Source: an optimization exercise on an open RTL-to-GDS flow (aim: small area). Production flows keep margins and buffers that such runs may drop. Only simulation tests tie the RTL to the original design; equivalence was not proved. Power is estimated from default activity; no workload was simulated.

==> run a <==
## load_queue
module load_queue (
  input  wire                                                          clock,
  input  wire                                                          reset,
  input  wire                                                          squash,
  input  wire [lq_cfg_pkg::dispatch_lanes-1:0]                         dispatch_valid,
  input  wire [lq_cfg_pkg::dispatch_lanes-1:0][lq_cfg_pkg::rob_idx_w-1:0] dispatch_rob,
  input  wire [lq_cfg_pkg::dispatch_lanes-1:0][lq_cfg_pkg::prf_idx_w-1:0] dispatch_prf,
  input  wire [lq_cfg_pkg::dispatch_lanes-1:0][1:0]                    dispatch_size,
  input  wire [lq_cfg_pkg::dispatch_lanes-1:0]                         dispatch_signed,
  input  wire [lq_cfg_pkg::dispatch_lanes-1:0]                         alu_valid,
  input  wire [lq_cfg_pkg::dispatch_lanes-1:0][lq_cfg_pkg::rob_idx_w-1:0] alu_rob,
  input  wire [lq_cfg_pkg::dispatch_lanes-1:0][lq_cfg_pkg::addr_w-1:0] alu_addr,
  input  wire                                                          cache_busy,
  output logic [lq_cfg_pkg::lq_depth-1:0]                              cache_gnt,
  output logic [lq_cfg_pkg::addr_w-1:0]                                cache_addr,
  input  wire                                                          dcache_hit,
  input  wire [lq_cfg_pkg::data_w-1:0]                                 dcache_data,
  input  wire [lq_cfg_pkg::lq_depth-1:0]                               memory_response,
  input  wire [lq_cfg_pkg::data_w-1:0]                                 memory_data,
  output logic [lq_cfg_pkg::lq_idx_w:0]                                free_space,
  output logic                                                         cdb_valid,
  output logic [lq_cfg_pkg::rob_idx_w-1:0]                             cdb_rob,
  output logic [lq_cfg_pkg::prf_idx_w-1:0]                             cdb_prf,
  output logic [lq_cfg_pkg::data_w-1:0]                                cdb_data
);
export LEC_CHECK = 0
export CAP_MARGIN = 20
export CORE_MARGIN = 2
export CORE_UTILIZATION = 40
export SLEW_MARGIN = 20
create_clock -name core_clock -period 7.0 [get_ports {clock}]
run.sh (not shown) runs the stock make flow with config.mk's settings and CLKGATE_MAP_FILE= SYNTH_SCRIPT=/design/flow/synth_recipe.tcl, a recipe that flattens the netlist after the stock synthesis.
==> inputs of run b, as changes to run a <==
==> flow/flow/run.sh (new file) <==
#!/bin/bash
# Standard ORFS layout with these changes to how it is made:
#  - synthesis maps the logic with an area-oriented ABC script
#    (flow/abc_area.script) instead of the speed one;
#  - the port buffers are the smallest buffer (buf_1) instead of clkdlybuf4s50_1;
#  - clock tree synthesis clusters more sinks per leaf buffer and inserts no
#    dummy loads;
# Each make run writes its full output to a log of its own here; ORFS's own
# per-step logs are under orfs/logs.
set -euo pipefail
here=$(pwd)
rm -rf "$here/scripts_area"
cp -r "$FLOW_HOME/scripts" "$here/scripts_area"
cp "$here/flow/abc_area.script" "$here/scripts_area/abc_area.script"
bash standard.sh synth SCRIPTS_DIR="$here/scripts_area" ABC_AREA=1 > "$here/synth_make.log" 2>&1
bash standard.sh finish \
  "BUFFER_PORTS_ARGS=-buffer_cell sky130_fd_sc_hd__buf_1" \
  "CTS_ARGS=-sink_clustering_enable -repair_clock_nets -dont_use_dummy_load -sink_clustering_size 20 -sink_clustering_max_diameter 100" \
  > "$here/layout_make.log" 2>&1
==> flow/flow/abc_area.script (new file) <==
strash
dch -f
amap -m -F 4 -A 16
==> flow/standard.sh (new file) <==
#!/bin/bash
# synth_recipe.tcl (not shown) runs the flow's synth.tcl, then flattens the netlist and writes it again
# the make line also repeats each setting of config.mk as NAME=value (left out here)
make -C /OpenROAD-flow-scripts/flow DESIGN_CONFIG=/design/flow/config.mk WORK_HOME=/design/flow/orfs CLKGATE_MAP_FILE= SYNTH_SCRIPT=/design/flow/synth_recipe.tcl "${@:-finish}"
removed: flow/run.sh
==> inputs of run c, as changes to run a <==
==> flow/flow/run.sh (new file) <==
#!/bin/bash
# Standard ORFS layout with three changes to how it is made:
#  - synthesis maps the logic with an area-oriented ABC script
#    (flow/abc_area.script) instead of the speed one;
#  - the port buffers are the smallest buffer (buf_1) instead of clkdlybuf4s50_1;
#  - clock tree synthesis clusters more sinks per leaf buffer and inserts no
#    dummy loads.
# Each make run writes its full output to a log of its own here; ORFS's own
# per-step logs are under orfs/logs.
set -euo pipefail
here=$(pwd)
rm -rf "$here/scripts_area"
cp -r "$FLOW_HOME/scripts" "$here/scripts_area"
cp "$here/flow/abc_area.script" "$here/scripts_area/abc_area.script"
bash standard.sh synth SCRIPTS_DIR="$here/scripts_area" ABC_AREA=1 > "$here/synth_make.log" 2>&1
bash standard.sh finish \
  "BUFFER_PORTS_ARGS=-buffer_cell sky130_fd_sc_hd__buf_1" \
  "CTS_ARGS=-sink_clustering_enable -repair_clock_nets -dont_use_dummy_load -sink_clustering_size 30 -sink_clustering_max_diameter 60" \
  > "$here/layout_make.log" 2>&1
==> flow/flow/abc_area.script (new file) <==
strash
dch -f
amap -m -F 2 -A 8
==> flow/standard.sh (new file) <==
#!/bin/bash
# synth_recipe.tcl (not shown) runs the flow's synth.tcl, then flattens the netlist and writes it again
# the make line also repeats each setting of config.mk as NAME=value (left out here)
make -C /OpenROAD-flow-scripts/flow DESIGN_CONFIG=/design/flow/config.mk WORK_HOME=/design/flow/orfs CLKGATE_MAP_FILE= SYNTH_SCRIPT=/design/flow/synth_recipe.tcl "${@:-finish}"
removed: flow/run.sh
==> comparison table <==
|  | run b | run c | run a |
|---|---|---|---|
| Category of the most critical setup path | reg -> out | in -> out | in -> out |
| Multi-input logic cell count | 1422 | 1486 | 2312 |
| Cell with the most instances after synthesis | a222oi_1 | clkinv_1 | nand2_1 |
| Overall track demand over capacity in global routing | 42.3% | 41.7% | 40.1% |
| Static leakage | 7.56 nW | 7.62 nW | 11.1 nW |
| Share of total power in sequential cells | 35.6% | 41.8% | 42.6% |
| Placer congestion estimate | 1.03 | 1.01 | 0.981 |
| Synthesized net count | 2356 | 2445 | 3218 |
| Final core utilization | 47.5% | 48.2% | 48.1% |
| Std cell rows | 81 | 81 | 89 |
| Count of clock-net buffers in the final layout | 23 | 37 | 63 |
| Status | no timing/DRC/antenna violations | no timing/DRC/antenna violations | no timing/DRC/antenna violations |
| Ratio of final minimum period to clock period | 95.9% | 93.6% | 92.5% |
| Global Route met1 Usage | 52.1% | 53.8% | 50.9% |

## re-timing with driven ports
The flow's constraints put no driver on any port. The routed layouts listed below were extracted and timed again, unchanged, in two steps. Step 1 assumes that a clkbuf_16 drives the clock port and a buf_2 every other input. Step 2, shift: input delay + t, output delay - t, t = (earliest + latest rising clock arrival at the registers) / 2. This alone moves slack from input paths to output paths. Slacks: ideal ports / drivers / drivers and shift; pairs: ideal ports / drivers.
| run | t (ns) | setup slack, ns | clock arrival spread, ns | worst data-port slew with drivers (ns) | pins driven straight from the clock port |
|---|---|---|---|---|---|
| run a | 0.667 | 0.527 / 0.484 / 0.475 | 0.026 / 0.025 | 0.10 | 1 |
| run b | 0.637 | 0.285 / 0.224 / 0.137 | 0.067 / 0.067 | 0.15 | 1 |
| run c | 0.623 | 0.445 / 0.372 / -0.153 | 0.079 / 0.079 | 0.09 | 1 |
With both steps, setup timing fails in run c, where it was met with ideal ports. For run c, which loses most, drivers alone change the setup slack by -0.073 ns; drivers and shift together by -0.598 ns.
